Context: an optimization exercise on an open-source flow, tuned for small area, a short achievable clock period and few clock cycles per item. The choices shown serve that exercise and are no tape-out recipe.
Where RTL was checked, it was by simulation tests only, not by an equivalence proof against the original.
The RTL of runs 3 and 4 was laid out without a check of its function.
No activity file was given, so power comes from the tool's default toggle rates.

==> flow/design.v <==
module rectangle_grid_test_pattern (
  input  logic        clk,
  input  logic        rst,
  input  logic        push,
  output logic        full,
  input  logic        restart,
  output logic        empty,
  input  logic        pop,
  output logic [10:0] pixel_x,
  output logic [10:0] pixel_y,
  output logic [23:0] pixel_color,
  output logic        write_enable,
  output logic        frame_end,
  input  logic        cfg_write,
  input  logic [2:0]  cfg_index,
  input  logic [23:0] cfg_data
);
  function automatic logic [10:0] inc11(input logic [10:0] a, input logic ci);
    inc11 = a + {10'd0, ci};
  endfunction
  function automatic logic [7:0] inc8(input logic [7:0] a, input logic ci);
    inc8 = a + {7'd0, ci};
  endfunction
  function automatic logic [3:0] inc4(input logic [3:0] a);
    logic c;
    c = 1'b1;
    for (int i = 0; i < 4; i++) begin
      inc4[i] = a[i] ^ c;
      c       = c & a[i];
    end
  endfunction
  function automatic logic [10:0] dec11(input logic [10:0] a);
    logic c;
    c = 1'b1;
    for (int i = 0; i < 11; i++) begin
      dec11[i] = a[i] ^ c;
      c        = c & ~a[i];
    end
  endfunction
  function automatic logic ge11(input logic [10:0] a, input logic [10:0] b);
    ge11 = (a >= b);
  endfunction
  function automatic logic ge8(input logic [7:0] a, input logic [7:0] b);
    ge8 = (a >= b);
  endfunction
  function automatic logic [7:0] add8(input logic [7:0] a, input logic [7:0] b);
    add8 = a + b;
  endfunction
  logic [1:0]  mode;
  logic [7:0]  count;
  logic [10:0] rw2, rh2, fw2, fh2;
  logic        rw1, rh1, fw1, fh1;
  logic        rwnz, rhnz;
  logic [23:0] first;
  logic [7:0]  step;
  wire [10:0] wd    = cfg_data[10:0];
  wire        wd_nz = |wd;
  wire        wd_1  = ~|wd[10:1];
  wire [10:0] wd_2  = wd - 11'd2;
  always_ff @(posedge clk) begin
    if (rst) begin
      mode  <= 2'd0;
      count <= 8'd1;
      rw2   <= 11'd0;
      rw1   <= 1'b1;
      rwnz  <= 1'b0;
      rh2   <= 11'd0;
      rh1   <= 1'b1;
      rhnz  <= 1'b0;
      first <= 24'd0;
      step  <= 8'd0;
      fw2   <= 11'd1022;
      fw1   <= 1'b0;
      fh2   <= 11'd766;
      fh1   <= 1'b0;
    end else if (cfg_write) begin
      case (cfg_index)
        3'd0: mode  <= cfg_data[1:0];
        3'd1: count <= cfg_data[7:0];
        3'd2: begin rw2 <= wd_2; rw1 <= wd_1; rwnz <= wd_nz; end
        3'd3: begin rh2 <= wd_2; rh1 <= wd_1; rhnz <= wd_nz; end
        3'd4: first <= cfg_data;
        3'd5: step  <= cfg_data[7:0];
        3'd6: begin fw2 <= wd_2; fw1 <= wd_1; end
        default: begin fh2 <= wd_2; fh1 <= wd_1; end
      endcase
    end
  end
  wire direct = mode[1] & ~mode[0];
  wire on_st  = (mode[1] ^ mode[0]) & rwnz & rhnz;
  wire [7:0] fr = first[23:16];
  wire [7:0] fg = first[15:8];
  wire [7:0] fb = first[7:0];
  logic [10:0] x, y, ox, oy;
  logic [7:0]  col, row;
  logic        lx, ly, wx, wy, we, fe;       
  logic [7:0]  R, G, B;                      
  logic [7:0]  GA;                           
  logic [7:0]  L;                            
  logic        empty_r, full_r, fresh, pend_v, pend_rs;
  localparam logic [2:0] S_IDLE = 3'd0, S_P1 = 3'd1, S_P2 = 3'd2, S_F1 = 3'd3,
                         S_F2 = 3'd4, S_FL = 3'd5;
  logic [2:0] st;
  logic [3:0] c;
  logic       busy;                              
  wire nb   = ~busy;
  wire take_in  = push & ~full_r;
  wire out_free = empty_r | pop;
  wire adv      = out_free & (pend_v | take_in);
  wire rs_eff   = pend_v ? pend_rs : restart;
  wire go_org   = adv & rs_eff;
  wire go       = (~fresh & ((adv & ~rs_eff) | cfg_write)) | busy;
  wire wr_col   = cfg_write & (cfg_index[2:1] != 2'b11);    
  wire wr_flag  = cfg_write & (cfg_index[2:1] == 2'b11);    
  wire csat   = &col;
  wire rsat   = &row;
  wire nl     = nb & lx;                         
  wire nf     = nl & ly;                         
  wire colinc = nb & ~lx & wx & ~csat;
  wire rowinc = nl & ~ly & wy & ~rsat;
  wire [10:0] x_n   = nl ? 11'd0 : inc11(x, nb);
  wire [10:0] ox_n  = (nb & (lx | wx)) ? 11'd0 : inc11(ox, nb);
  wire [7:0]  col_n = nl ? 8'd0 : inc8(col, colinc);
  wire [10:0] y_n   = nf ? 11'd0 : inc11(y, nl);
  wire [10:0] oy_n  = (nl & (ly | wy)) ? 11'd0 : inc11(oy, nl);
  wire [7:0]  row_n = nf ? 8'd0 : inc8(row, rowinc);
  wire [7:0] cm1    = count - 8'd1;
  wire       cnz    = (count != 8'd0);
  wire       col_lt = ~ge8(col, count);
  wire       row_lt = ~ge8(row, count);
  wire       row_lt_n = ly | (rowinc ? (row_lt & (row != cm1)) : row_lt);
  wire lx_n = busy ? (fw1 | ~ge11(fw2, x))  : (lx ? fw1 : (x == fw2));
  wire wx_n = busy ? (rw1 | ~ge11(rw2, ox)) : ((lx | wx) ? rw1 : (ox == rw2));
  wire ly_n = busy ? (fh1 | ~ge11(fh2, y))  : (lx ? (ly ? fh1 : (y == fh2)) : ly);
  wire wy_n = busy ? (rh1 | ~ge11(rh2, oy)) : (lx ? ((ly | wy) ? rh1 : (oy == rh2)) : wy);
  wire we_n = busy ? (on_st & col_lt & row_lt)
                   : (lx ? (on_st & cnz & row_lt_n) : (we & ~(colinc & (col == cm1))));
  wire lx_o = fw1;
  wire ly_o = fh1;
  wire wx_o = rw1;
  wire wy_o = rh1;
  wire we_o = on_st & cnz;
  wire p1   = (st == S_P1);
  wire p2   = (st == S_P2);
  wire f1   = (st == S_F1);
  wire f2   = (st == S_F2);
  wire dbl  = ~c[0];
  wire ad1  = p1 & c[0];
  wire ad2  = p2 & c[0];
  wire db1  = p1 & dbl;
  wire lph  = direct ? p1 : p2;                  
  logic col_k, row_k, cnt_k;
  wire [3:0] c_nx = inc4(c);
  wire [2:0] k_nx = ~c_nx[3:1];
  always_ff @(posedge clk) begin
    col_k <= col[k_nx];
    row_k <= row[k_nx];
    cnt_k <= count[k_nx];
  end
  wire [7:0] lstep = direct ? step : GA;
  wire sR_step  = colinc | (ad1 & col_k);
  wire sGA_step = (rowinc & direct) | (ad1 & (direct ? row_k : cnt_k));
  wire sL_step  = rowinc | (lph & c[0] & row_k);
  wire nfd      = nf & direct;
  wire [7:0] aR  = nl ? 8'd0 : R;
  wire [7:0] mR  = ({8{sR_step}} & step) | ({8{db1}} & R) | ({8{nl | f1}} & fr);
  wire [7:0] aGA = nfd ? 8'd0 : GA;
  wire [7:0] mGA = ({8{sGA_step}} & step) | ({8{db1}} & GA) | ({8{nfd | (f1 & direct)}} & fg);
  wire [7:0] aL  = nf ? 8'd0 : L;
  wire [7:0] mL  = ({8{sL_step}} & lstep) | ({8{lph & dbl}} & L) | ({8{nf | f1}} & fb);
  wire [7:0] aB  = nl ? (ly ? 8'd0 : L) : B;
  wire [7:0] mB  = ({8{sR_step}} & step) | ({8{db1}} & B) | ({8{nf}} & fb)
                 | ({8{rowinc}} & lstep) | ({8{f2}} & L);
  wire [7:0] sR  = add8(aR, mR);
  wire [7:0] sGA = add8(aGA, mGA);
  wire [7:0] sL  = add8(aL, mL);
  wire [7:0] sB  = add8(aB, mB);
  wire show   = nb | f2;                         
  wire mk_rg  = ~show | (we_n & direct);
  wire mk_b   = ~show | we_n;
  wire seq_end = (f2 | (st == S_FL));
  always_ff @(posedge clk) begin
    if (rst) begin
      x <= '0; y <= '0; ox <= '0; oy <= '0; col <= '0; row <= '0;
      lx <= 1'b0; ly <= 1'b0; wx <= 1'b1; wy <= 1'b1; we <= 1'b0; fe <= 1'b0;
      R <= '0; G <= '0; B <= '0; GA <= '0; L <= '0;
    end else if (go_org) begin
      x <= '0; y <= '0; ox <= '0; oy <= '0; col <= '0; row <= '0;
      lx <= lx_o; ly <= ly_o; wx <= wx_o; wy <= wy_o; we <= we_o; fe <= lx_o & ly_o;
      R  <= (we_o & direct) ? fr : 8'd0;
      G  <= (we_o & direct) ? fg : 8'd0;
      B  <= we_o ? fb : 8'd0;
      GA <= direct ? fg : GA;
      L  <= fb;
    end else if (go) begin
      x <= x_n; y <= y_n; ox <= ox_n; oy <= oy_n; col <= col_n; row <= row_n;
      lx <= lx_n; ly <= ly_n; wx <= wx_n; wy <= wy_n; we <= we_n; fe <= lx_n & ly_n;
      R  <= mk_rg ? sR : 8'd0;
      G  <= (we_n & direct) ? sGA : 8'd0;
      B  <= mk_b ? sB : 8'd0;
      GA <= sGA;
      L  <= sL;
    end
  end
  always_ff @(posedge clk) begin
    if (rst) begin
      empty_r <= 1'b1;
      fresh   <= 1'b1;
      pend_v  <= 1'b0;
      pend_rs <= 1'b0;
      full_r  <= 1'b0;
      st      <= S_IDLE;
      busy    <= 1'b0;
      c       <= 4'd0;
    end else begin
      if (adv)      empty_r <= 1'b0;
      else if (pop) empty_r <= 1'b1;
      if (cfg_write) fresh <= 1'b1;
      else if (adv)  fresh <= 1'b0;
      if (take_in & ~out_free) begin
        pend_v  <= 1'b1;
        pend_rs <= restart;
      end else if (out_free) begin
        pend_v  <= 1'b0;
      end
      if (wr_col) begin
        st   <= S_P1;
        busy <= 1'b1;
        c    <= 4'd0;
      end else if (wr_flag & (~busy | seq_end)) begin
        st   <= S_FL;
        busy <= 1'b1;
      end else begin
        if (seq_end) busy <= 1'b0;
        c <= c_nx;
        case (st)
          S_P1:    if (&c) st <= direct ? S_F1 : S_P2;
          S_P2:    if (&c) st <= S_F1;
          S_F1:    st <= S_F2;
          default: st <= S_IDLE;
        endcase
      end
      full_r <= (take_in & ~out_free) | (pend_v & ~out_free) | cfg_write
              | (busy & ~seq_end);
    end
  end
  assign full         = full_r;
  assign empty        = empty_r;
  assign pixel_x      = x;
  assign pixel_y      = y;
  assign pixel_color  = {R, G, B};
  assign write_enable = we;
  assign frame_end    = fe;
endmodule
==> flow/run.sh <==
#!/bin/bash
# synth_recipe.tcl (not shown) runs the flow's synth.tcl, then flattens the netlist and writes it again
# the make line also repeats each setting of config.mk as NAME=value (left out here)
make -C /OpenROAD-flow-scripts/flow DESIGN_CONFIG=/design/flow/config.mk WORK_HOME=/design/flow/orfs CLKGATE_MAP_FILE= SYNTH_SCRIPT=/design/flow/synth_recipe.tcl finish
==> flow/config.mk <==
export PLATFORM = sky130hd
export DESIGN_NAME = rectangle_grid_test_pattern
export DESIGN_NICKNAME = rectangle_grid_test_pattern
export VERILOG_FILES = /design/flow/design.v
export SDC_FILE = /design/flow/constraint.sdc
export NUM_CORES = 4
export LEC_CHECK = 0
export ABC_CLOCK_PERIOD_IN_PS = 2500
export CAP_MARGIN = 20
export CORE_MARGIN = 2
export CORE_UTILIZATION = 40
export SETUP_SLACK_MARGIN = 5
export SLEW_MARGIN = 20
export TNS_END_PERCENT = 100
==> flow/constraint.sdc <==
create_clock -name core_clock -period 8.5 [get_ports {clk}]
set_input_delay 1.7000 -clock core_clock [delete_from_list [all_inputs] [get_ports {clk}]]
set_output_delay 1.7000 -clock core_clock [all_outputs]
set_load 0.01 [all_outputs]
==> results of run 1 <==
critical path: cells and delay by family, from the launching register on:
family | cells | cell delay [ns]
AO/OA/AOI/OAI | 7 | 1.57
buffers and inverters | 1 | 0.07
flip-flops | 1 | 0.52
AND/OR/NAND/NOR | 5 | 0.71
XOR/XNOR | 1 | 0.11
adder cells (fa/ha/maj) | 2 | 0.42
state kept, by name (all words and copies together) (netlist names), 11 cells and up:
signal,count
fh2,11
first,24
fw2,11
ox,11
oy,11
rh2,11
rw2,11
x,11
y,11
metal layers:
layer | GRT usage (%) | routed length [um]
met4 | 7.59 | 1070
met1 | 33.7 | 19000
met5 | 0 | 0
met3 | 3.81 | 2930
met2 | 36.6 | 18300
cells by family (layout without fill, tap and decap cells):
group | Yosys count | count (layout) | share of synthesized area, %
adders and majority gates | 110 | 110 | 10.7
other | 0 | 1 | 0
buffers and inverters | 185 | 262 | 5.42
xor gates and xnor gates | 89 | 89 | 5.92
muxes | 28 | 28 | 2.73
DFF | 214 | 214 | 32.5
and+or+nand+nor | 632 | 632 | 22.2
AOI/OAI and AO/OA | 391 | 391 | 20.5
layout make-up:
cell class,instances,share of cell area [%]
Timing Repair Buffer,124,7.81
Inverter,92,2.32
Clock buffer,40,4.66
Tap cell,442,3.51
Multi-Input combinational cell,1250,53.8
Sequential cell,214,27.5
Antenna cell,1,0.0159
Clock inverter,6,0.469
path summary, 6_finish.rpt:
path | startpoint | end | slack [ns] | depth (start not counted)
max | col[7] | B[6] | 4.95 | 16
min | fw2[2] | fw2[2] | 0.46 | 1
max reg2reg | col[7] | B[6] | 4.95 | 16
min reg2reg | fw2[2] | fw2[2] | 0.46 | 1
synthesized netlist by cell type (9+ instances only):
master and instances:
o21a_1 9, o22ai_1 10, a211o_1 24, nor2b_1 27
nor2_1 196, a211oi_1 33, ha_1 106, a222oi_1 16
nand2b_1 15, nor3_1 34, and2_1 10, o211ai_1 14
mux2i_1 19, xnor2_1 61, a221oi_1 14, nor4_1 16
nand3_1 23, nand4_1 30, and3_1 19, nand2_1 215
inv_1 91, a311oi_1 9, a21oi_1 114, or3_1 14
a22oi_1 24, xor2_1 28, clkbuf_1 81, a21o_1 12
dfxtp_1 214, o21ai_0 58
metrics by stage:
stage	hold slack [ns]	setup WS, ns	power [mW]
after global placement	0.452	3.82	1.45
final	0.464	4.95	2.53
after CTS	0.465	5.00	2.54
after detailed placement	0.455	3.51	1.45
after global routing	0.482	4.89	2.64
after floorplan	0.436	4.99	1.32
power by group through the flow:
stage	Sequential, mW	Combinational [mW]	Clock [mW]
final	1.08	0.396	1.06
after global routing	1.08	0.432	1.13
after CTS	1.08	0.385	1.08
after detailed placement	1.10	0.358	0
after global placement	1.10	0.353	0
after floorplan	1.08	0.239	0
what timing repair did:
item                                    in CTS  in global routing
hold buffers                                 0                  0
endpoints found under the setup margin     106                 74
gates cloned                                 2                  0
setup buffers                               13                 13
resized for setup                           67                 38
pin swaps                                    9                 18
==> summary.md, run 1 <==
| Metric | Value |
|---|---|
| Outcome | timing/DRC/antenna clean |
| Largest net degree at the start of global routing | 56 |
| Final Critical Period | 3.55 ns |
| Die Span Y | 185 um |
| DR pass1 iterations | 8 |
| Internal Power | 1.82 mW |
| CP Cell Sequence | nand4_1, o211a_4, a21o_4, nand2_1, o211ai_1, ha_1, inv_1, fa_1, nor2b_1, o21ai_0, nand2b_1, a21o_1, a21oi_1, xnor2_1, a221oi_1, nor4_1 |
| Clock Power Share | 41.9% |
| First-pass GRT wire length | 64200 um |
| Skew final | 0.00835 ns |
| Final GP Congestion | between 0.8 and 0.9 |
| Sequential area share after synthesis | 32.5% |
| Clk pin slew, worst setup/hold paths | 0.06 ns |
| Vias post-DR | between 10000 and 15000 |
| Synth unique cells | 75 |
| Worst Path Required | 8.89 ns |
| Deepest clock path buffer count | 3 |
| CTS sink cnt | roughly 210 |
| Crit-path slowest cell | dfxtp_1 |
| Peak VDD IR | 138 uV |
| Synth Instances | 1649 |
| Top post-synthesis cells by area | dfxtp_1, ha_1, nand2_1 |
| RSZ-0062 raised after global routing | yes |
| Util after Layout | between 40% and 50% |
| Initial Utilization | around two fifths |
| Core Area | about 0.032 mm2 |
| Sw Share | 28.2% |
| Die area | 0.0344 mm2 |
| Critical path arrival | a little under 4 ns |
| FF+latch count, synth | 214 |
| Worst setup SP type | register |
| Slew @ Worst Pin | 0.878 ns |
| Asr flop ratio synth | 0% |
| Clock tree root buffer cell | clkbuf_16 |
| Gr usage total | 23.7% |
| Input/output buffers | 82 |
| Max-slew violations | 0 |
| F_max | 281 MHz |
| Inst Count DP | 2094 |
| Max Cap Violations | 0 |
| Boundary Pins | 83 |
| Crit-path max FO | 9 |
| Relative slew slack | 41.5% |
| EDFF count, synth | 0 |
| Post-synthesis area per instance | 7.98 um2 |
| Commonest non-fill, non-tap cell in the layout | nand2_1 |
| Leakage | just under 6 nW |
| Area of the multi-input gates | 0.00846 mm2 |
| Total grt overflow | 0 |
| Crit Path Class | reg2reg |
| Layout area overhead | 19.6% |
| Sequential fraction of design power | 42.5% |
| Final Cell Area | 0.0157 mm2 |
| Hold Vio Cnt, Final | 0 |
| Endpoint class of the critical path | register |
| Most frequent cells in the layout | nand2_1, dfxtp_1, nor2_1 |
| Initial antenna violation count | 1 |
| Final cell count without fillers | 2169 |
| Syn_nets | 1792 |
| Fin crit share | 41.8% |
| Vias per cell | 5.69 |
| NetSw | 0.715 mW |
| Share of post-route cells with drive strength above 1 | 9.79% |
| Rows | 66 |
| Final ANT Viol Nets | 0 |
| Mapped cell area | 0.0132 mm2 |
| Most common flop cell mapped by yosys | dfxtp_1 |
| Largest area contributor in the netlist | dfxtp_1 |
| Initial DRC Count | 1101 |
| H-tree level count | 1 |
| TritonCTS clock tree | done |
| Final WL | 41300 um |
| HP Class | reg2reg |
| Sequential Area | 0.00433 mm2 |
| Die width | 185 um |
| CTS Buf Count | 26 |
| Clock latency (worst-skew pair) | 0.54 ns |
| Layout filler cell count | 3153 |
| Comb power frac | 15.6% |
| Slowest stage delay, CP | 0.52 ns |
| Nets | 1851 |
| Yosys synthesis warning count | 1 |
| DR WL/cell | around 19 um |
| Placed cell area | roughly 0.014 mm2 |
| Setup TNS | 0 ns |
| DP HPWL | 29000 um |
| Share of the synthesized area in the top cell type | roughly a third |
| Pwr per Cell Area | about 160 mW/mm2 |
| Final number of setup-violating endpoints | 0 |
| Vias in the first global route | 11403 |
| # DRC | 0 |
Testbench counts, summed over its fixed seeds: cycles 19,984, items 19,200.
==> inputs of run 2 (changes only) <==
--- a/flow/config.mk
+++ b/flow/config.mk
@@ -11,4 +11,3 @@
 export CORE_UTILIZATION = 40
 export SETUP_SLACK_MARGIN = 5
 export SLEW_MARGIN = 20
-export TNS_END_PERCENT = 100
==> run 2 against run 1 <==
  * Clock skew did not move
  * Highest routed layer unchanged
  * Synthesized cell count unchanged
  * First-iteration DRC count unchanged
  * Sequential cell count did not move
  * Critical path type unchanged
  * Die area did not move
  * Sequential power about the same
  * Critical endpoint unchanged
  * Still clean
  * Sequential share of layout area unchanged
  * Via count did not move
==> summary.md, run 2 <==
| Metric | Value |
|---|---|
| Outcome | timing/DRC/antenna clean |
| Largest area contributor in the netlist | dfxtp_1 |
| DR WL/cell | 19.0 um (unchanged) |
| Crit-path slowest cell | dfxtp_1 |
| Relative slew slack | 41.5% (unchanged) |
| Share of post-route cells with drive strength above 1 | 9.79% (unchanged) |
| F_max | 281 MHz (unchanged) |
| Sw Share | 28.2% (unchanged) |
| Total grt overflow | 0 (unchanged) |
| Vias in the first global route | 11403 (unchanged) |
| Pwr per Cell Area | 161 mW/mm2 (unchanged) |
| Top reg by flops | first |
| Crit-path max FO | 9 (unchanged) |
| Post-CTS Hold Buffers | 0 (unchanged) |
| Final setup margin | 4.95 ns (unchanged) |
| Final GP Congestion | 0.889 (unchanged) |
| Final ANT Viol Nets | 0 (unchanged) |
| # DRC | 0 (unchanged) |
| Wire length on met3 | 2930 um (unchanged) |
| Sequential fraction of design power | 42.5% (about the same) |
| Comb power frac | 15.6% (about the same) |
| Main combinational cell family by area after synthesis | simple AND/OR/NAND/NOR gates |
| Largest register FFs | 24 (unchanged) |
| Input/output buffers | 82 (unchanged) |
| Endpoint class of the critical path | register |
| Synthesized-area fraction occupied by adder cells | 10.7% (unchanged) |
| Internal Power | 1.82 mW (unchanged) |
| Largest net degree at the start of global routing | 56 (unchanged) |
| Reg2Reg Depth | 16 (unchanged) |
| Syn_nets | 1792 (unchanged) |
| Metal1 wirelength | 19000 um (unchanged) |
| Met2 wire length | 18300 um (unchanged) |
| Final cell count without fillers | 2169 (unchanged) |
| Crit Path Class | reg2reg |
| Max Cap Violations | 0 (unchanged) |
| Mapped cell area | 0.0132 mm2 (unchanged) |
| Layout filler cell count | 3153 (unchanged) |
| Deepest clock path buffer count | 3 (unchanged) |
| Setup crit start | col[7] |
| Skew final | 0.00835 ns (unchanged) |
| Nets | 1851 (unchanged) |
| DR pass1 iterations | 8 (unchanged) |
| Hold path cells | 1 (unchanged) |
| CTS Buf Count | 26 (unchanged) |
| Vias post-DR | 12342 (unchanged) |
| Worst Path Required | 8.89 ns (about the same) |
| Leakage | 5.94 nW (unchanged) |
| Peak VDD IR | 138 uV (unchanged) |
| Hold EP | fw2[2] |
| Clk pin slew, worst setup/hold paths | 0.06 ns (about the same) |
| Post-synthesis area per instance | 7.98 um2 (unchanged) |
| Die area | 0.0344 mm2 (unchanged) |
| Initial Utilization | 40.6% (unchanged) |
| Multiplexer share of the synthesized area | 2.73% (unchanged) |
| Core Area | 0.0325 mm2 (unchanged) |
| CTS sink cnt | 214 (unchanged) |
| Share of the synthesized area in the top cell type | 32.5% (unchanged) |
| H-tree level count | 1 (unchanged) |
| Final Critical Period | 3.55 ns (unchanged) |
| TritonCTS clock tree | done |
| Die width | 185 um (unchanged) |
| HP Class | reg2reg |
| Final number of setup-violating endpoints | 0 (unchanged) |
| Layout area overhead | 19.6% (unchanged) |
| Commonest non-fill, non-tap cell in the layout | nand2_1 |
| NetSw | 0.715 mW (unchanged) |
| Flop2flop setup slack | 4.95 ns (about the same) |
| Clock tree root buffer cell | clkbuf_16 |
| Initial DRC Count | 1101 (unchanged) |
| Hold Vio Cnt, Final | 0 (unchanged) |
| Min-delay src | fw2[2] |
| Rows | 66 (unchanged) |
| Final Cell Area | 0.0157 mm2 (unchanged) |
| Fin crit share | 41.8% (unchanged) |
| Clock latency (worst-skew pair) | 0.54 ns (about the same) |
| First-pass GRT wire length | 64200 um (unchanged) |
| Synth Instances | 1649 (unchanged) |
| Count leader, synth | nand2_1 |
| Post-synthesis compound-gate area fraction | 20.5% (unchanged) |
| Die Span Y | 185 um (unchanged) |
| Slowest stage delay, CP | 0.52 ns (about the same) |
| Asr flop ratio synth | 0% (unchanged) |
| Most frequent cells in the layout | nand2_1, dfxtp_1, nor2_1 |
| Max-slew violations | 0 (unchanged) |
| FF+latch count, synth | 214 (unchanged) |
| Initial antenna violation count | 1 (unchanged) |
| Setup TNS | 0 ns (unchanged) |
| RSZ-0062 raised after global routing | yes |
| Final WL | 41300 um (unchanged) |
| Xor and xnor area share after synthesis | 5.92% (unchanged) |
| Post-synthesis simple-gate area fraction | 22.2% (unchanged) |
| Synth top cells by count | nand2_1, dfxtp_1, nor2_1 |
| Worst setup SP type | register |
| Slew @ Worst Pin | 0.878 ns (unchanged) |
| Synth unique cells | 75 (unchanged) |
| Placed cell area | 0.0143 mm2 (unchanged) |
| Top post-synthesis cells by area | dfxtp_1, ha_1, nand2_1 |
| Yosys synthesis warning count | 1 (unchanged) |
| Crit Reg-Reg Startpoint | col[7] |
| Clock Power Share | 41.9% (about the same) |
| Vias per cell | 5.69 (unchanged) |
| EDFF count, synth | 0 (unchanged) |
| Sequential area share after synthesis | 32.5% (unchanged) |
| Total power | 2.53 mW (unchanged) |
| Critical path arrival | 3.94 ns (about the same) |
| Hold slack | 0.464 ns (unchanged) |
| Gr usage total | 23.7% (unchanged) |
| CP Cell Sequence | nand4_1, o211a_4, a21o_4, nand2_1, o211ai_1, ha_1, inv_1, fa_1, nor2b_1, o21ai_0, nand2b_1, a21o_1, a21oi_1, xnor2_1, a221oi_1, nor4_1 |
| Util after Layout | 48.5% (unchanged) |
| Reg-to-Reg End | B[6] |
| DP HPWL | 29000 um (unchanged) |
| Inst Count DP | 2094 (unchanged) |
| Max Used Layer | met4 |
| Most common flop cell mapped by yosys | dfxtp_1 |
| Boundary Pins | 83 (unchanged) |
| Place WS | 3.51 ns (unchanged) |
-- run 2: cell counts after synthesis --
Identical to the previous run, type by type.
-- run 2: worst max-delay path by stage --
stage | end | slack, ns | cells after the start
after floorplan | GA[1] | 4.99 | 9
after CTS | G[6] | 5.00 | 16
after global routing | B[6] | 4.89 | 16
after global placement | G[7] | 3.82 | 16
final | B[6] | 4.95 | 16
after detailed placement | G[7] | 3.51 | 16
-- run 2: cell families after synthesis --
group | count (synthesis)
buf+inv | 185
xor+xnor | 89
simple gates | 632
compound gates | 391
mux | 28
fa+ha+maj | 110
flops | 214
-- run 2: metal layers --
metal  vias up  track usage (%)
met5         -                0
met4         0             7.59
met3        76             3.81
met2       405             36.6
met1      5881             33.7
li1       5980                -
-- run 2: repair_timing --
action	4_1_cts	5_1_grt
setup buffers	13	13
gates resized for setup	67	38
gates cloned	2	0
hold endpoints to repair	0	0
endpoints found under the setup margin	106	74
pin swaps	9	18
-- run 2: worst max-delay path, delay by kind of cell (launching register included) --
kind,cells,cell delay (ns)
xor+xnor,1,0.11
flops,1,0.52
fa+ha+maj,2,0.42
simple gates,5,0.71
buf+inv,1,0.07
compound gates,7,1.57
-- run 2: power by group through the flow --
stage	clock [mW]	combinational, mW	sequential, mW
final	1.06	0.396	1.08
after global placement	0	0.353	1.10
after global routing	1.13	0.432	1.08
after CTS	1.08	0.385	1.08
after detailed placement	0	0.358	1.10
after floorplan	0	0.239	1.08
-- run 2: cell type report --
class                           count  area [um2]  share of cell area (%)
Tap cell                          442         553                    3.51
Sequential cell                   214        4330                    27.5
Inverter                           92         365                    2.32
Clock inverter                      6        73.8                   0.469
Timing Repair Buffer              124        1230                    7.81
Antenna cell                        1        2.50                  0.0159
Multi-Input combinational cell   1250        8460                    53.8
Clock buffer                       40         733                    4.66
==> inputs of run 3 (changes only) <==
--- a/flow/design.v
+++ b/flow/design.v
@@ -47,7 +47,8 @@
     add8 = a + b;
   endfunction
   logic [1:0]  mode;
-  logic [7:0]  count;
+  logic [7:0]  cm1;                          
+  logic        cnz;                          
   logic [10:0] rw2, rh2, fw2, fh2;
   logic        rw1, rh1, fw1, fh1;
   logic        rwnz, rhnz;
@@ -60,7 +61,8 @@
   always_ff @(posedge clk) begin
     if (rst) begin
       mode  <= 2'd0;
-      count <= 8'd1;
+      cm1   <= 8'd0;
+      cnz   <= 1'b1;
       rw2   <= 11'd0;
       rw1   <= 1'b1;
       rwnz  <= 1'b0;
@@ -76,7 +78,7 @@
     end else if (cfg_write) begin
       case (cfg_index)
         3'd0: mode  <= cfg_data[1:0];
-        3'd1: count <= cfg_data[7:0];
+        3'd1: begin cm1 <= cfg_data[7:0] - 8'd1; cnz <= |cfg_data[7:0]; end
         3'd2: begin rw2 <= wd_2; rw1 <= wd_1; rwnz <= wd_nz; end
         3'd3: begin rh2 <= wd_2; rh1 <= wd_1; rhnz <= wd_nz; end
         3'd4: first <= cfg_data;
@@ -124,10 +126,8 @@
   wire [10:0] y_n   = nf ? 11'd0 : inc11(y, nl);
   wire [10:0] oy_n  = (nl & (ly | wy)) ? 11'd0 : inc11(oy, nl);
   wire [7:0]  row_n = nf ? 8'd0 : inc8(row, rowinc);
-  wire [7:0] cm1    = count - 8'd1;
-  wire       cnz    = (count != 8'd0);
-  wire       col_lt = ~ge8(col, count);
-  wire       row_lt = ~ge8(row, count);
+  wire       col_lt = cnz & ge8(cm1, col);
+  wire       row_lt = cnz & ge8(cm1, row);
   wire       row_lt_n = ly | (rowinc ? (row_lt & (row != cm1)) : row_lt);
   wire lx_n = busy ? (fw1 | ~ge11(fw2, x))  : (lx ? fw1 : (x == fw2));
   wire wx_n = busy ? (rw1 | ~ge11(rw2, ox)) : ((lx | wx) ? rw1 : (ox == rw2));
@@ -155,11 +155,11 @@
   always_ff @(posedge clk) begin
     col_k <= col[k_nx];
     row_k <= row[k_nx];
-    cnt_k <= count[k_nx];
+    cnt_k <= cm1[k_nx];
   end
   wire [7:0] lstep = direct ? step : GA;
   wire sR_step  = colinc | (ad1 & col_k);
-  wire sGA_step = (rowinc & direct) | (ad1 & (direct ? row_k : cnt_k));
+  wire sGA_step = (rowinc & direct) | (ad1 & (direct ? row_k : cnt_k)) | (p2 & (c == 4'd0));
   wire sL_step  = rowinc | (lph & c[0] & row_k);
   wire nfd      = nf & direct;
   wire [7:0] aR  = nl ? 8'd0 : R;
==> run 3 against run 2 <==
  * Still clean
  * Synthesized cell count is 3.0% lower
  * Clock power increased by 13%
  * Sequential share of layout area shrank 0.51 points
  * Core utilization up 2.2 points
  * Wire length is 2.1% higher
  * Area after synthesis shrank 2.3%
  * Maximum frequency fell by 2.9%
  * Clock skew grew 0.0092 ns
  * Cell area grew 2.0%
  * Global-route usage rose by 0.85 points
  * Critical path type unchanged
  * Highest routed layer unchanged
==> summary.md, run 3 <==
| Metric | Value |
|---|---|
| Hold Vio Cnt, Final | 0 (unchanged) |
| Final ANT Viol Nets | 0 (unchanged) |
| Max-slew violations | 0 (unchanged) |
| Leakage | 6.01 nW (+1.2%) |
| Setup TNS | 0 ns (unchanged) |
| DP HPWL | 28300 um (-2.5%) |
| Die width | 183 um (-1.1%) |
| Gr usage total | 24.6% (+0.85 points) |
| F_max | 273 MHz (-2.9%) |
| Synth Instances | 1600 (-3.0%) |
| Most common flop cell mapped by yosys | dfxtp_1 |
| Share of post-route cells with drive strength above 1 | 13.1% (+3.3 points) |
| Vias post-DR | 12429 (+0.70%) |
| Final setup margin | 4.84 ns (-0.106 ns) |
| Hold EP | first[17] |
| Max Cap Violations | 0 (unchanged) |
| Crit Reg-Reg Startpoint | mode[0] |
| Final cell count without fillers | 2112 (-2.6%) |
| Deepest clock path buffer count | 3 (unchanged) |
| Largest area contributor in the netlist | dfxtp_1 |
| Fin crit share | 43.0% (+1.2 points) |
| Clk pin slew, worst setup/hold paths | 0.06 ns (about the same) |
| Synth unique cells | 83 (+11%) |
| RSZ-0062 raised after global routing | yes |
| Nets | 1834 (-0.92%) |
| HP Class | reg2reg |
| Syn_nets | 1745 (-2.6%) |
| Hold path cells | 2 (+1) |
| Asr flop ratio synth | 0% (unchanged) |
| H-tree level count | 1 (unchanged) |
| Reg-to-Reg End | G[6] |
| Share of the synthesized area in the top cell type | 33.5% (+0.91 points) |
| Most frequent cells in the layout | nand2_1, dfxtp_1, nor2_1 |
| Largest net degree at the start of global routing | 71 (+27%) |
| Endpoint class of the critical path | register |
| Peak VDD IR | 143 uV (+3.5%) |
| Max Used Layer | met4 |
| Yosys synthesis warning count | 1 (unchanged) |
| Util after Layout | 50.8% (+2.2 points) |
| Final WL | 42100 um (+2.1%) |
| Vias per cell | 5.88 (+3.4%) |
| Crit Path Class | reg2reg |
| Final Critical Period | 3.66 ns (+0.106 ns) |
| Initial antenna violation count | 1 (unchanged) |
| Reg2Reg Depth | 17 (+1) |
| Rows | 65 (-1.5%) |
| Post-synthesis area per instance | 8.04 um2 (+0.73%) |
| Metal1 wirelength | 19400 um (+2.0%) |
| Final Cell Area | 0.0161 mm2 (+2.0%) |
| Largest register FFs | 24 (unchanged) |
| Sequential Area | 0.00433 mm2 (about the same) |
| Top reg by flops | first |
| Relative slew slack | 31.7% (-9.8 points) |
| Layout filler cell count | 2926 (-7.2%) |
| Core Area | 0.0316 mm2 (-2.5%) |
| Final GP Congestion | 0.902 (+1.4%) |
| Input/output buffers | 82 (unchanged) |
| Vias in the first global route | 11628 (+2.0%) |
| DR WL/cell | 19.9 um (+4.8%) |
| # DRC | 0 (unchanged) |
| Wire length on met3 | 3650 um (+25%) |
| Final number of setup-violating endpoints | 0 (unchanged) |
| First-pass GRT wire length | 65500 um (+2.1%) |
| Sequential area share after synthesis | 33.5% (+0.91 points) |
| Critical path arrival | 4.04 ns (+0.10 ns) |
| CTS sink cnt | 215 (+0.47%) |
| Slew @ Worst Pin | 1.02 ns (+0.143 ns) |
| Synth top cells by count | dfxtp_1, nand2_1, nor2_1 |
| Initial DRC Count | 1153 (+4.7%) |
| EDFF count, synth | 0 (unchanged) |
| Die Span Y | 183 um (-1.1%) |
| Skew final | 0.0176 ns (+0.00923 ns) |
| Outcome | timing/DRC/antenna clean |
| DR pass1 iterations | 6 (-2) |
| Worst setup SP type | register |
| Clock tree root buffer cell | clkbuf_16 |
| Met2 wire length | 18100 um (-0.74%) |
| CTS Buf Count | 26 (unchanged) |
| Commonest non-fill, non-tap cell in the layout | nand2_1 |
| Top post-synthesis cells by area | dfxtp_1, ha_1, nand2_1 |
| Flop2flop setup slack | 4.84 ns (-0.11 ns) |
| Initial Utilization | 40.7% (+0.11 points) |
| Boundary Pins | 83 (unchanged) |
| Placed cell area | 0.0140 mm2 (-1.8%) |
| Inst Count DP | 2016 (-3.7%) |
| Place WS | 3.56 ns (+0.0511 ns) |
| Min-delay src | first[17] |
| Pwr per Cell Area | 169 mW/mm2 (+5.2%) |
| Post-CTS Hold Buffers | 0 (unchanged) |
| Die area | 0.0336 mm2 (-2.2%) |
| Worst Path Required | 8.88 ns (about the same) |
| Area of the multi-input gates | 0.00842 mm2 (-0.47%) |
| TritonCTS clock tree | done |
| Layout area overhead | 24.8% |
| Clock latency (worst-skew pair) | 0.55 ns (about the same) |
| Crit-path max FO | 5 (-4) |
| Total grt overflow | 0 (unchanged) |
| Count leader, synth | dfxtp_1 |
| FF+latch count, synth | 215 (+0.47%) |
| Mapped cell area | 0.0129 mm2 (-2.3%) |
-- run 3: changes by cell type after synthesis, sizes merged, moves of 11 or more --
cell | previous run | this run
xor2 | 28 | 16
a211o | 24 | 4
nor2 | 196 | 165
o211ai | 14 | 26
a21oi | 115 | 128
and2 | 10 | 21
a211oi | 34 | 50
nor2b | 27 | 14
nand3 | 23 | 37
-- run 3: how the worst max path moves through the flow --
stage              start     end  slack [ns]  cells after the start
2_1_floorplan  cfg_write  oy[10]        5.00                      7
3_3_place_gp        push   GA[1]        3.70                      8
3_5_place_dp     restart   GA[3]        3.56                      8
4_1_cts             busy    G[7]        4.90                     14
5_1_grt             busy    G[7]        4.70                     18
6_report         mode[0]    G[6]        4.84                     17
-- run 3: where the power goes --
part | internal, mW | total (mW) | switching [mW] | leakage, nW
Combinational | 0.177 | 0.429 | 0.252 | 3.80
Sequential | 1.04 | 1.08 | 0.0417 | 1.75
Clock | 0.747 | 1.20 | 0.455 | 0.455
Total | 1.97 | 2.72 | 0.749 | 6.01
-- run 3: cell type report --
type	count	share of cell area, %
clock buffer	40	4.81
antenna	1	0.0156
sequential	215	27.0
clock inverter	8	0.966
timing repair buffer	143	9.28
tap	402	3.13
inverter	99	2.38
multi-input combinational	1204	52.5
-- run 3: worst max-delay path, cell delays in order (launching register included) --
cell and delay (ns):
dfxtp_2 0.33, inv_2 0.05, ha_4 0.15, buf_8 0.12
mux2_4 0.28, a221o_2 0.43, a222oi_1 0.30, inv_1 0.10
ha_2 0.19, inv_2 0.05, fa_2 0.20, nor2b_1 0.05
o21a_1 0.19, o21a_1 0.21, o21a_1 0.22, or3_4 0.40
nand4_1 0.13, a211oi_2 0.08
-- run 3: cells by family (layout without fill, tap and decap cells) --
family / after synthesis / after routing / share of synthesized area (%)
simple gates: 573 / 573 / 20.6
buf+inv: 182 / 290 / 5.37
mux: 26 / 26 / 2.70
compound gates: 422 / 423 / 22.0
fa+ha+maj: 112 / 112 / 11.1
other cells: 0 / 1 / 0
xor+xnor: 70 / 70 / 4.77
flops: 215 / 215 / 33.5
-- run 3: through the flow --
stage          power (mW)  hold WS [ns]
2_1_floorplan        1.33         0.446
3_3_place_gp         1.46         0.464
4_1_cts              2.70         0.475
5_1_grt              2.81         0.498
6_report             2.72         0.474
3_5_place_dp         1.47         0.461
-- run 3: layer usage --
layer | vias to the layer above | global-route usage [%]
met4 | 0 | 6.85
li1 | 5916 | -
met3 | 69 | 4.39
met2 | 502 | 37.4
met5 | - | 0
met1 | 5942 | 35.5
-- run 3: timing repair --
item / 4_1_cts / 5_1_grt
gates resized for setup: 96 / 47
endpoints found under the setup margin: 120 / 80
cloned: 2 / 3
pin swaps: 18 / 27
buffers inserted: 27 / 15
==> inputs of run 4 (changes only) <==
--- a/flow/config.mk
+++ b/flow/config.mk
@@ -8,6 +8,8 @@
 export ABC_CLOCK_PERIOD_IN_PS = 2500
 export CAP_MARGIN = 20
 export CORE_MARGIN = 2
-export CORE_UTILIZATION = 40
+export CORE_UTILIZATION = 60
+export CTS_CLUSTER_DIAMETER = 60
+export CTS_CLUSTER_SIZE = 30
 export SETUP_SLACK_MARGIN = 5
 export SLEW_MARGIN = 20
==> run 4 against run 3 <==
  * Critical path depth decreased by 1
  * Clock skew is 0.011 ns higher
  * Sequential share of layout area grew 1.5 points
  * Die area is 33% lower
  * Count of clock-buffer cells in the layout down 19
  * Critical path type unchanged
  * Worst hold slack better by 0.0042 ns
  * Core utilization grew 22 points
  * Power shrank 10%
  * Still clean
  * Highest routed layer unchanged
==> summary.md, run 4 <==
| Metric | Value |
|---|---|
| Post-synthesis area per instance | 8.04 um2 (unchanged) |
| Most common flop cell mapped by yosys | dfxtp_1 |
| Nets | 1817 (-0.93%) |
| Commonest non-fill, non-tap cell in the layout | nand2_1 |
| Die area | 0.0226 mm2 (-33%) |
| Clk pin slew, worst setup/hold paths | 0.09 ns (+0.03 ns) |
| Synth top cells by count | dfxtp_1, nand2_1, nor2_1 |
| Family with the most delay on the worst path | compound AO/OA/AOI/OAI gates |
| Final Critical Period | 3.63 ns (-0.0314 ns) |
| Rows | 53 (-18%) |
| Deepest clock path buffer count | 3 (unchanged) |
| Final number of setup-violating endpoints | 0 (unchanged) |
| Input/output buffers | 82 (unchanged) |
| Crit-path max FO | 6 (+1) |
| Clock tree root buffer cell | clkbuf_16 |
| Most frequent cells in the layout | nand2_1, dfxtp_1, nor2_1 |
| Final WL | 41000 um (-2.7%) |
| Placed cell area | 0.0139 mm2 (-1.3%) |
| Final GP Congestion | 0.911 (+1.0%) |
| Endpoint class of the critical path | register |
| Layout area overhead | 18.3% |
| Initial antenna violation count | 0 (-1) |
| Worst setup SP type | register |
| Place WS | 3.64 ns (+0.0738 ns) |
| Total grt overflow | 0 (unchanged) |
| Relative slew slack | 24.4% (-7.3 points) |
| Initial Utilization | 61.2% (+21 points) |
| Final Cell Area | 0.0152 mm2 (-5.2%) |
| Top reg by flops | first |
| DR WL/cell | 20.9 um (+4.9%) |
| Share of post-route cells with drive strength above 1 | 10.7% (-2.4 points) |
| Gr usage total | 35.5% (+11 points) |
| Top post-synthesis cells by area | dfxtp_1, ha_1, nand2_1 |
| Sequential area share after synthesis | 33.5% (unchanged) |
| DR pass1 iterations | 6 (unchanged) |
| Slowest stage delay, CP | 0.51 ns (+0.08 ns) |
| Hold Vio Cnt, Final | 0 (unchanged) |
| Asr flop ratio synth | 0% (unchanged) |
| Yosys synthesis warning count | 1 (unchanged) |
| H-tree level count | 1 (unchanged) |
| Crit Path Class | reg2reg |
| Peak VDD IR | 168 uV (+18%) |
| Layout filler cell count | 1696 (-42%) |
| Max Cap Violations | 0 (unchanged) |
| Vias post-DR | 12552 (+0.99%) |
| Worst Path Required | 8.89 ns (about the same) |
| Synth unique cells | 83 (unchanged) |
| Vias in the first global route | 11608 (-0.17%) |
| EDFF count, synth | 0 (unchanged) |
| Fin crit share | 42.7% (-0.37 points) |
| Largest register FFs | 24 (unchanged) |
| Initial DRC Count | 1165 (+1.0%) |
| CP Cell Sequence | buf_12, nand2b_4, inv_4, o2111ai_4, inv_4, a221o_2, a222oi_1, inv_1, ha_4, a21oi_4, a21oi_2, or4b_4, and3_4, o21a_1, o211ai_2, a211oi_2 |
| Crit-path slowest cell | or4b_4 |
| Largest area contributor in the netlist | dfxtp_1 |
| HP Class | reg2reg |
| Synth Instances | 1600 (unchanged) |
| # DRC | 0 (unchanged) |
| Skew final | 0.0287 ns (+0.0112 ns) |
| Ant diodes | 0 (-1) |
| FF+latch count, synth | 215 (unchanged) |
| Pwr per Cell Area | 160 mW/mm2 (-5.2%) |
| Syn_nets | 1745 (unchanged) |
| Slew @ Worst Pin | 1.13 ns (+0.113 ns) |
| Final ANT Viol Nets | 0 (unchanged) |
| DP HPWL | 27200 um (-3.9%) |
| Final setup margin | 4.87 ns (+0.0314 ns) |
| First-pass GRT wire length | 62800 um (-4.2%) |
| Leakage | 5.72 nW (-4.8%) |
| CTS Buf Count | 19 (-27%) |
| Die width | 150 um (-18%) |
| RSZ-0062 raised after global routing | yes |
| Core Area | 0.0210 mm2 (-34%) |
| Die Span Y | 150 um (-18%) |
| Vias per cell | 6.40 (+8.8%) |
| TritonCTS clock tree | done |
| Max-slew violations | 0 (unchanged) |
| Most frequent CP cell | inv_4 |
| CTS sink cnt | 215 (unchanged) |
| Clock latency (worst-skew pair) | 0.54 ns (about the same) |
| Boundary Pins | 83 (unchanged) |
| Largest net degree at the start of global routing | 86 (+21%) |
| Bufs and invs on worst path | 4 (unchanged) |
| Count leader, synth | dfxtp_1 |
| Critical path arrival | 4.02 ns (-0.02 ns) |
| Share of the synthesized area in the top cell type | 33.5% (unchanged) |
| Mapped cell area | 0.0129 mm2 (unchanged) |
| Setup TNS | 0 ns (unchanged) |
| Outcome | timing/DRC/antenna clean |
| F_max | 276 MHz (+0.87%) |
==> run 4: cells by family after synthesis <==
kind of cell    after synthesis  synth area share (%)
fa+ha+maj                   112                  11.1
mux                          26                  2.70
compound gates              422                  22.0
simple gates                573                  20.6
xor+xnor                     70                  4.77
buf+inv                     182                  5.37
flops                       215                  33.5
==> run 4: power breakdown <==
part / internal, mW / total [mW] / leakage (nW) / switching, mW
Sequential: 1.04 / 1.08 / 1.75 / 0.0419
Clock: 0.476 / 0.951 / 0.317 / 0.475
Combinational: 0.160 / 0.407 / 3.65 / 0.246
==> run 4: worst paths after layout <==
path                  start         to  slack [ns]  cells past startpoint
setup / recovery       busy       G[7]        4.87                     16
hold / removal    first[17]  first[17]        0.48                      2
setup reg to reg       busy       G[7]        4.87                     16
hold reg to reg   first[17]  first[17]        0.48                      2
==> run 4: what timing repair did <==
item                                    4_1_cts  5_1_grt
hold buffers                                  0        0
cloned                                        2        1
pin swaps                                    17        8
resized for setup                            73       22
endpoints found under the setup margin      118       27
buffers inserted                             30        7
==> run 4: layout make-up <==
class	count	area [um2]	area share, %
repair buffers	132	1280	8.38
multi-input cells	1205	8240	54.1
clock inverters	13	173	1.13
inverters	99	377	2.47
flip-flops and latches	215	4330	28.5
clock buffers	21	483	3.17
well taps	275	344	2.26
==> run 4: worst min-delay path, stage by stage (launching register included) <==
cell	delay, ns
dfxtp_1	0.33
nand2_1	0.06
a21oi_1	0.05
==> run 4: per-stage QoR <==
step / hold slack (ns) / utilization [%] / power, mW / std cells
3_3_place_gp: 0.458 / 65.9 / 1.46 / 1886
5_1_grt: 0.489 / 72.4 / 2.52 / 1960
6_report: 0.478 / 72.4 / 2.44 / 1960
4_1_cts: 0.477 / 71.8 / 2.42 / 1952
2_1_floorplan: 0.446 / - / 1.33 / 1600
3_5_place_dp: 0.466 / 65.9 / 1.46 / 1886
==> run 4: per-layer routing <==
| metal | wire length, um | vias up | track usage (%) |
|---|---|---|---|
| met5 | 0 | - | 0 |
| met4 | 986 | 0 | 9.58 |
| met3 | 4540 | 87 | 7.64 |
| met2 | 17800 | 631 | 54.8 |
| met1 | 17700 | 5963 | 50.2 |
| li1 | - | 5871 | - |
==> inputs of run 5 (changes only) <==
--- a/flow/design.v
+++ b/flow/design.v
@@ -101,9 +101,9 @@
   logic [7:0]  L;                            
   logic        empty_r, full_r, fresh, pend_v, pend_rs;
   localparam logic [2:0] S_IDLE = 3'd0, S_P1 = 3'd1, S_P2 = 3'd2, S_F1 = 3'd3,
-                         S_F2 = 3'd4, S_FL = 3'd5;
+                         S_F2 = 3'd4, S_FL = 3'd5, S_PR = 3'd6;
   logic [2:0] st;
-  logic [3:0] c;
+  logic [2:0] c;
   logic       busy;                              
   wire nb   = ~busy;
   wire take_in  = push & ~full_r;
@@ -144,32 +144,29 @@
   wire p2   = (st == S_P2);
   wire f1   = (st == S_F1);
   wire f2   = (st == S_F2);
-  wire dbl  = ~c[0];
-  wire ad1  = p1 & c[0];
-  wire ad2  = p2 & c[0];
-  wire db1  = p1 & dbl;
   wire lph  = direct ? p1 : p2;                  
   logic col_k, row_k, cnt_k;
-  wire [3:0] c_nx = inc4(c);
-  wire [2:0] k_nx = ~c_nx[3:1];
+  wire [2:0] c_nx    = c + 3'd1;
+  wire [2:0] k_nx    = ~c_nx;
+  wire [7:0] count_c = cm1 + 8'd1;
   always_ff @(posedge clk) begin
     col_k <= col[k_nx];
     row_k <= row[k_nx];
-    cnt_k <= cm1[k_nx];
+    cnt_k <= count_c[k_nx];
   end
   wire [7:0] lstep = direct ? step : GA;
-  wire sR_step  = colinc | (ad1 & col_k);
-  wire sGA_step = (rowinc & direct) | (ad1 & (direct ? row_k : cnt_k)) | (p2 & (c == 4'd0));
-  wire sL_step  = rowinc | (lph & c[0] & row_k);
+  wire sR_step  = colinc | (p1 & col_k);
+  wire sGA_step = (rowinc & direct) | (p1 & (direct ? row_k : cnt_k));
+  wire sL_step  = rowinc | (lph & row_k);
   wire nfd      = nf & direct;
-  wire [7:0] aR  = nl ? 8'd0 : R;
-  wire [7:0] mR  = ({8{sR_step}} & step) | ({8{db1}} & R) | ({8{nl | f1}} & fr);
-  wire [7:0] aGA = nfd ? 8'd0 : GA;
-  wire [7:0] mGA = ({8{sGA_step}} & step) | ({8{db1}} & GA) | ({8{nfd | (f1 & direct)}} & fg);
-  wire [7:0] aL  = nf ? 8'd0 : L;
-  wire [7:0] mL  = ({8{sL_step}} & lstep) | ({8{lph & dbl}} & L) | ({8{nf | f1}} & fb);
-  wire [7:0] aB  = nl ? (ly ? 8'd0 : L) : B;
-  wire [7:0] mB  = ({8{sR_step}} & step) | ({8{db1}} & B) | ({8{nf}} & fb)
+  wire [7:0] aR  = nl ? 8'd0 : (p1 ? {R[6:0], 1'b0} : R);
+  wire [7:0] mR  = ({8{sR_step}} & step) | ({8{nl | f1}} & fr);
+  wire [7:0] aGA = nfd ? 8'd0 : (p1 ? {GA[6:0], 1'b0} : GA);
+  wire [7:0] mGA = ({8{sGA_step}} & step) | ({8{nfd | (f1 & direct)}} & fg);
+  wire [7:0] aL  = nf ? 8'd0 : (lph ? {L[6:0], 1'b0} : L);
+  wire [7:0] mL  = ({8{sL_step}} & lstep) | ({8{nf | f1}} & fb);
+  wire [7:0] aB  = nl ? (ly ? 8'd0 : L) : (p1 ? {B[6:0], 1'b0} : B);
+  wire [7:0] mB  = ({8{sR_step}} & step) | ({8{nf}} & fb)
                  | ({8{rowinc}} & lstep) | ({8{f2}} & L);
   wire [7:0] sR  = add8(aR, mR);
   wire [7:0] sGA = add8(aGA, mGA);
@@ -211,7 +208,7 @@
       full_r  <= 1'b0;
       st      <= S_IDLE;
       busy    <= 1'b0;
-      c       <= 4'd0;
+      c       <= 3'd0;
     end else begin
       if (adv)      empty_r <= 1'b0;
       else if (pop) empty_r <= 1'b1;
@@ -224,9 +221,9 @@
         pend_v  <= 1'b0;
       end
       if (wr_col) begin
-        st   <= S_P1;
+        st   <= S_PR;
         busy <= 1'b1;
-        c    <= 4'd0;
+        c    <= 3'd7;
       end else if (wr_flag & (~busy | seq_end)) begin
         st   <= S_FL;
         busy <= 1'b1;
@@ -234,6 +231,7 @@
         if (seq_end) busy <= 1'b0;
         c <= c_nx;
         case (st)
+          S_PR:    st <= S_P1;
           S_P1:    if (&c) st <= direct ? S_F1 : S_P2;
           S_P2:    if (&c) st <= S_F1;
           S_F1:    st <= S_F2;
--- a/flow/config.mk
+++ b/flow/config.mk
@@ -8,8 +8,6 @@
 export ABC_CLOCK_PERIOD_IN_PS = 2500
 export CAP_MARGIN = 20
 export CORE_MARGIN = 2
-export CORE_UTILIZATION = 60
-export CTS_CLUSTER_DIAMETER = 60
-export CTS_CLUSTER_SIZE = 30
+export CORE_UTILIZATION = 40
 export SETUP_SLACK_MARGIN = 5
 export SLEW_MARGIN = 20
==> run 5 against run 4 <==
  * Area after synthesis is 0.14% lower
  * Critical endpoint is now y[7]
  * Cell area is 2.3% higher
  * Setup slack better by 0.17 ns
  * Highest routed layer unchanged
  * Largest power group is now the clock network
  * Non-clock buffer count stayed put
==> summary.md, run 5 <==
| Metric | Value |
|---|---|
| Wire length on met3 | 2800 um (-38%) |
| FF+latch count, synth | 214 (-0.47%) |
| H-tree level count | 1 (unchanged) |
| Worst Path Required | 8.93 ns (+0.04 ns) |
| Asr flop ratio synth | 0% (unchanged) |
| DP HPWL | 29000 um (+6.8%) |
| Max-slew violations | 0 (unchanged) |
| Total grt overflow | 0 (unchanged) |
| Clock latency (worst-skew pair) | 0.56 ns (+0.02 ns) |
| Crit Path Class | in2reg |
| Final number of setup-violating endpoints | 0 (unchanged) |
| Vias per cell | 5.79 (-9.5%) |
| Place WS | 3.79 ns (+0.155 ns) |
| Crit-path max FO | 4 (-2) |
| Top post-synthesis cells by area | dfxtp_1, ha_1, nand2_1 |
| Outcome | timing/DRC/antenna clean |
| Syn_nets | 1765 (+1.1%) |
| Final setup margin | 5.05 ns (+0.173 ns) |
| Die Span Y | 183 um (+22%) |
| Endpoint class of the critical path | register |
| Post-synthesis area per instance | 7.93 um2 (-1.4%) |
| Max Cap Violations | 0 (unchanged) |
| Initial antenna violation count | 0 (unchanged) |
| Die area | 0.0336 mm2 (+48%) |
| Sequential area share after synthesis | 33.3% (-0.11 points) |
| Final ANT Viol Nets | 0 (unchanged) |
| Rows | 65 (+23%) |
| Final GP Congestion | 0.903 (-0.95%) |
| Skew final | 0.0199 ns (-0.00885 ns) |
| Leakage | 5.89 nW (+3.0%) |
| Placed cell area | 0.0140 mm2 (+0.91%) |
| CP Cell Sequence | dlygate4sd2_1, mux2_4, o31a_1, buf_12, or3_4, or4_4, xnor2_2, nor2_1 |
| # DRC | 0 (unchanged) |
| Largest register FFs | 24 (unchanged) |
| Met2 wire length | 18800 um (+6.0%) |
| Clk pin slew, worst setup/hold paths | 0.06 ns (-0.03 ns) |
| Worst setup SP type | primary input |
| Share of post-route cells with drive strength above 1 | 11.0% (+0.22 points) |
| Top reg by flops | first |
| Sequential fraction of design power | 39.6% (-4.8 points) |
| Synth top cells by count | nand2_1, dfxtp_1, nor2_1 |
| Metal1 wirelength | 18300 um (+3.0%) |
| Nets | 1840 (+1.3%) |
| Final Cell Area | 0.0156 mm2 (+2.3%) |
| DR pass1 iterations | 9 (+3) |
| Relative slew slack | 34.5% (+10 points) |
| Layout area overhead | 21.3% |
| Ant diodes | 0 (unchanged) |
| Total power | 2.75 mW (+13%) |
| RSZ-0062 raised after global routing | yes |
| Slowest stage delay, CP | 0.54 ns (+0.03 ns) |
| Final Critical Period | 3.45 ns (-0.173 ns) |
| HP Class | reg2reg |
| Sw Share | 27.8% (-3.4 points) |
| Most frequent cells in the layout | nand2_1, nor2_1, dfxtp_1 |
| Initial DRC Count | 1108 (-4.9%) |
| Largest net degree at the start of global routing | 79 (-8.1%) |
| Pwr per Cell Area | 177 mW/mm2 (+10%) |
| CTS sink cnt | 214 (-0.47%) |
| F_max | 290 MHz (+5.0%) |
| Final WL | 41300 um (+0.69%) |
| Share of the synthesized area in the top cell type | 33.3% (-0.11 points) |
| Clock Power Share | 45.1% (+6.1 points) |
| Hold Vio Cnt, Final | 0 (unchanged) |
| Core Area | 0.0316 mm2 (+50%) |
| Crit-path slowest cell | or4_4 |
| Synth Instances | 1621 (+1.3%) |
| Internal Power | 1.99 mW (+18%) |
| Deepest clock path buffer count | 3 (unchanged) |
| Input/output buffers | 82 (unchanged) |
| Count leader, synth | nand2_1 |
| Die width | 183 um (+22%) |
| EDFF count, synth | 0 (unchanged) |
| Initial Utilization | 40.7% (-20 points) |
| Final cell count without fillers | 2117 (+8.0%) |
| Gr usage total | 24.2% (-11 points) |
| Critical path arrival | 3.88 ns (-0.14 ns) |
| Largest area contributor in the netlist | dfxtp_1 |
| Fin crit share | 40.6% (-2.0 points) |
| Setup TNS | 0 ns (unchanged) |
| Mapped cell area | 0.0128 mm2 (-0.14%) |
| Most common flop cell mapped by yosys | dfxtp_1 |
| DR WL/cell | 19.5 um (-6.8%) |
| Peak VDD IR | 148 uV (-12%) |
| Vias post-DR | 12266 (-2.3%) |
| Slew @ Worst Pin | 0.981 ns (-0.154 ns) |
| CTS Buf Count | 27 (+8) |
| Inst Count DP | 2036 (+8.0%) |
| First-pass GRT wire length | 64500 um (+2.7%) |
| Commonest non-fill, non-tap cell in the layout | nand2_1 |
| Yosys synthesis warning count | 1 (unchanged) |
| Clock tree root buffer cell | clkbuf_16 |
| Synth unique cells | 72 (-13%) |
| TritonCTS clock tree | done |
| Boundary Pins | 83 (unchanged) |
| NetSw | 0.766 mW (+0.34%) |
| Comb power frac | 15.3% (-1.4 points) |
| Max Used Layer | met4 |
| Vias in the first global route | 11569 (-0.34%) |
==> run 5: cell count changes after synthesis, moves of 10 or more <==
cell / change
a22oi_1: -26
nand2_1: +16
and2_1: -19
a31oi_1: +11
a211o_1: +17
o211ai_1: -15
xnor2_1: +11
a22o_1: +14
nor2_1: +49
inv_1: -16
o2111ai_1: -10
==> run 5: layer usage <==
layer,global-route usage [%],up-vias
li1,-,5918
met1,32.8,5827
met2,39.3,430
met3,3.51,91
met4,8.29,0
met5,0,-
==> run 5: final timing paths <==
kind / cells after the start / start / slack [ns] / to
worst max-delay path: 8 / restart / 5.05 / y[7]
worst min-delay path: 2 / rw2[0] / 0.47 / rw2[0]
worst max register to register: 15 / row[0] / 5.08 / GA[6]
worst min register to register: 2 / rw2[0] / 0.47 / rw2[0]
==> run 5: power by group through the flow <==
stage / clock network (mW) / logic [mW] / registers, mW
global placement: 0 / 0.370 / 1.11
global route: 1.30 / 0.459 / 1.09
floorplan: 0 / 0.254 / 1.09
CTS: 1.26 / 0.401 / 1.09
detailed placement: 0 / 0.375 / 1.11
finish: 1.24 / 0.420 / 1.09
==> run 5: stage by stage <==
stage	hold WS [ns]	utilization, %
2_1_floorplan	0.436	-
3_3_place_gp	0.448	44.3
3_5_place_dp	0.451	44.3
4_1_cts	0.463	48.6
5_1_grt	0.492	49.4
6_report	0.466	49.4
==> run 5: cells by family after synthesis <==
kind of cell / share of synthesized area, %
AO/OA/AOI/OAI: 20.5
XOR/XNOR: 5.72
adder cells (fa/ha/maj): 11.0
buffers and inverters: 5.02
flip-flops: 33.3
multiplexers: 3.04
AND/OR/NAND/NOR: 21.3
==> run 5: timing repair <==
action | in CTS | in global routing
hold endpoints to repair | 0 | 0
setup buffers | 19 | 13
resized for setup | 57 | 44
endpoints found under the setup margin | 111 | 50
gates cloned | 1 | 0
hold buffers | 0 | 0
pin swaps | 10 | 7
==> run 5: layout make-up <==
| type | instances | area (um2) |
|---|---|---|
| fill | 3029 | 16000 |
| tap | 402 | 503 |
| clock inverter | 8 | 160 |
| sequential | 214 | 4300 |
| inverter | 82 | 315 |
| multi-input combinational | 1239 | 8240 |
| timing repair buffer | 132 | 1260 |
| clock buffer | 40 | 805 |
==> run 5: worst max-delay path, delay by kind of cell <==
| family | cells | cell delay (ns) |
|---|---|---|
| simple gates | 3 | 0.93 |
| mux | 1 | 0.32 |
| xor+xnor | 1 | 0.16 |
| compound gates | 1 | 0.32 |
| buf+inv | 2 | 0.44 |
Testbench counts of run 5, summed over its fixed seeds: cycles 19,640, items 19,200.
==> inputs of run 6 (changes only) <==
==> flow/flow/run.sh (new file) <==
#!/bin/bash
# the standard layout, with timing repair aiming further below the clock period
bash standard.sh SETUP_SLACK_MARGIN=5.5 finish > standard.log 2>&1
==> flow/standard.sh (new file) <==
#!/bin/bash
# synth_recipe.tcl (not shown) runs the flow's synth.tcl, then flattens the netlist and writes it again
# the make line also repeats each setting of config.mk as NAME=value (left out here)
make -C /OpenROAD-flow-scripts/flow DESIGN_CONFIG=/design/flow/config.mk WORK_HOME=/design/flow/orfs CLKGATE_MAP_FILE= SYNTH_SCRIPT=/design/flow/synth_recipe.tcl "${@:-finish}"
--- a/flow/config.mk
+++ b/flow/config.mk
@@ -8,6 +8,8 @@
 export ABC_CLOCK_PERIOD_IN_PS = 2500
 export CAP_MARGIN = 20
 export CORE_MARGIN = 2
-export CORE_UTILIZATION = 40
+export CORE_UTILIZATION = 60
+export CTS_CLUSTER_DIAMETER = 60
+export CTS_CLUSTER_SIZE = 30
 export SETUP_SLACK_MARGIN = 5
 export SLEW_MARGIN = 20
removed: flow/run.sh
==> run 6 against run 5 <==
  * Still clean
  * Sequential cell count unchanged
  * First-iteration DRC count increased by 34%
  * Cell area increased by 6.3%
==> summary.md, run 6 <==
| Metric | Value |
|---|---|
| Synth top cells by count | nand2_1, dfxtp_1, nor2_1 |
| Crit Path Class | in2reg |
| Post-synthesis compound-gate area fraction | 20.5% (unchanged) |
| Fin crit share | 37.4% (-3.3 points) |
| Most frequent cells in the layout | nand2_1, nor2_1, dfxtp_1 |
| First-pass GRT wire length | 67200 um (+4.2%) |
| Flop2flop setup slack | 5.33 ns (+0.25 ns) |
| Slew @ Worst Pin | 1.07 ns (+0.0871 ns) |
| Clk pin slew, worst setup/hold paths | 0.08 ns (+0.02 ns) |
| Max-slew violations | 0 (unchanged) |
| Final WL | 45400 um (+9.9%) |
| Setup TNS | 0 ns (unchanged) |
| CTS Buf Count | 21 (-22%) |
| Synth unique cells | 72 (unchanged) |
| Max Cap Violations | 0 (unchanged) |
| F_max | 315 MHz (+8.8%) |
| Syn_nets | 1765 (unchanged) |
| Rows | 53 (-18%) |
| Mapped cell area | 0.0128 mm2 (unchanged) |
| Peak VDD IR | 161 uV (+8.3%) |
| Final number of setup-violating endpoints | 0 (unchanged) |
| Leakage | 6.64 nW (+13%) |
| Multiplexer share of the synthesized area | 3.04% (unchanged) |
| Vias per cell | 6.47 (+12%) |
| Most common flop cell mapped by yosys | dfxtp_1 |
| Initial DRC Count | 1482 (+34%) |
| Hold Vio Cnt, Final | 0 (unchanged) |
| Sequential area share after synthesis | 33.3% (unchanged) |
| Clock tree root buffer cell | clkbuf_16 |
| Post-synthesis area per instance | 7.93 um2 (unchanged) |
| Largest register FFs | 24 (unchanged) |
| Outcome | timing/DRC/antenna clean |
| Xor and xnor area share after synthesis | 5.72% (unchanged) |
| RSZ-0062 raised after global routing | yes |
| Main combinational cell family by area after synthesis | simple AND/OR/NAND/NOR gates |
| Final ANT Viol Nets | 0 (unchanged) |
| Final GP Congestion | 0.946 (+4.8%) |
| Share of post-route cells with drive strength above 1 | 20.5% (+9.6 points) |
| Synthesized-area fraction occupied by adder cells | 11.0% (unchanged) |
| EDFF count, synth | 0 (unchanged) |
| Deepest clock path buffer count | 3 (unchanged) |
| FF+latch count, synth | 214 (unchanged) |
| Skew final | 0.0259 ns (+0.00602 ns) |
| Area of the multi-input gates | 0.00890 mm2 (+8.0%) |
| Vias in the first global route | 12357 (+6.8%) |
| TritonCTS clock tree | done |
| Worst Path Required | 8.96 ns (+0.03 ns) |
| Util after Layout | 78.8% (+29 points) |
| Layout filler cell count | 1483 (-51%) |
| Nets | 1911 (+3.9%) |
| Reg2Reg Depth | 14 (-1) |
| Relative slew slack | 27.0% (-7.5 points) |
| Share of the synthesized area in the top cell type | 33.3% (unchanged) |
| Critical path arrival | 3.63 ns (-0.25 ns) |
| DP HPWL | 28000 um (-3.6%) |
| Asr flop ratio synth | 0% (unchanged) |
| Initial Utilization | 61.1% (+20 points) |
| Vias post-DR | 13316 (+8.6%) |
| DR WL/cell | 22.1 um (+13%) |
| Sequential Area | 0.00435 mm2 (+1.1%) |
| Crit-path slowest cell | or4_4 |
| Die area | 0.0226 mm2 (-33%) |
| Clock latency (worst-skew pair) | 0.54 ns (-0.02 ns) |
| Reg-to-Reg End | B[6] |
| Hold path cells | 2 (unchanged) |
| Worst setup SP type | primary input |
| # DRC | 0 (unchanged) |
| Boundary Pins | 83 (unchanged) |
| Yosys synthesis warning count | 1 (unchanged) |
| Top post-synthesis cells by area | dfxtp_1, ha_1, nand2_1 |
| Final Critical Period | 3.18 ns (-0.279 ns) |
| CTS sink cnt | 214 (unchanged) |
| Largest area contributor in the netlist | dfxtp_1 |
| Crit Reg-Reg Startpoint | row[3] |
| Hold EP | rw2[0] |
| Slowest stage delay, CP | 0.44 ns (-0.10 ns) |
| Gr usage total | 38.1% (+14 points) |
| Crit-path max FO | 4 (unchanged) |
| H-tree level count | 1 (unchanged) |
| Family with the most delay on the worst path | simple AND/OR/NAND/NOR gates |
| Bufs and invs on worst path | 2 (unchanged) |
| Input/output buffers | 82 (unchanged) |
| HP Class | reg2reg |
| Inst Count DP | 1905 (-6.4%) |
| Post-CTS Hold Buffers | 0 (unchanged) |
| Die width | 150 um (-18%) |
| Largest net degree at the start of global routing | 79 (unchanged) |
| Post-synthesis simple-gate area fraction | 21.3% (unchanged) |
| CP Cell Sequence | buf_6, mux2_4, o31a_4, buf_12, or3_4, or4_4, xnor2_2, nor2_1 |
| Die Span Y | 150 um (-18%) |
| Commonest non-fill, non-tap cell in the layout | nand2_1 |
| Final cell count without fillers | 2057 (-2.8%) |
| Endpoint class of the critical path | register |
| Core Area | 0.0210 mm2 (-33%) |
| Top reg by flops | first |
| Initial antenna violation count | 0 (unchanged) |
| Min-delay src | rw2[0] |
| Ant diodes | 0 (unchanged) |
| Count leader, synth | nand2_1 |
| Total grt overflow | 0 (unchanged) |
| DR pass1 iterations | 7 (-2) |
| Synth Instances | 1621 (unchanged) |
| Layout area overhead | 28.9% |
| Pwr per Cell Area | 155 mW/mm2 (-12%) |
## run 6: metrics by stage
stage / area (um2) / setup WS (ns) / hold slack, ns / total power, mW
after global placement: 14000 / 3.87 / 0.445 / 1.48
final: 16600 / 5.32 / 0.467 / 2.57
after detailed placement: 14000 / 3.81 / 0.448 / 1.49
after CTS: 15900 / 5.26 / 0.459 / 2.51
after global routing: 16600 / 5.25 / 0.480 / 2.64
after floorplan: 13200 / 5.04 / 0.436 / 1.36
## run 6: repair_timing
| item | CTS | global route |
|---|---|---|
| setup buffers | 82 | 26 |
| pin swaps | 82 | 67 |
| setup endpoints to repair | 245 | 126 |
| resized for setup | 241 | 89 |
| cloned | 5 | 1 |
## run 6: layout make-up
class	count	share of cell area, %
sequential	214	26.3
inverter	82	1.93
timing repair buffer	207	11.8
clock buffer	21	3.17
multi-input combinational	1241	53.8
clock inverter	17	0.990
tap	275	2.08
## run 6: per-layer routing
metal / track usage [%] / vias to the layer above / routed length, um
li1: - / 6064 / -
met1: 50.1 / 6322 / 18000
met2: 61.0 / 763 / 20300
met3: 8.82 / 167 / 5200
met4: 14.2 / 0 / 1790
met5: 0 / - / 0
## run 6: worst min-delay path, stage by stage (launching register included)
cell	delay, ns
dfxtp_1	0.32
nand2_1	0.05
a21oi_1	0.05
## run 6: kinds of logic after synthesis
kind of cell,Yosys count
AO/OA/AOI/OAI,395
multiplexers,33
flip-flops,214
adder cells (fa/ha/maj),111
buffers and inverters,168
XOR/XNOR,83
AND/OR/NAND/NOR,617
## run 6: power breakdown
group | switching [mW] | total [mW] | internal, mW | leakage [nW]
sequential | 0.0494 | 1.09 | 1.04 | 1.76
combinational | 0.296 | 0.511 | 0.215 | 4.55
clock | 0.468 | 0.970 | 0.502 | 0.336
total | 0.813 | 2.57 | 1.75 | 6.64
## run 6: how the worst max path moves through the flow
stage                 start        to  slack, ns  depth (start not counted)
2_1_floorplan       restart      y[7]       5.04                          7
6_report            restart      y[7]       5.32                          8
3_5_place_dp      cfg_write      y[7]       3.81                          9
3_3_place_gp      cfg_write      y[7]       3.87                          9
5_1_grt              row[4]      G[5]       5.25                         15
4_1_cts        cfg_index[2]  first[6]       5.26                          5
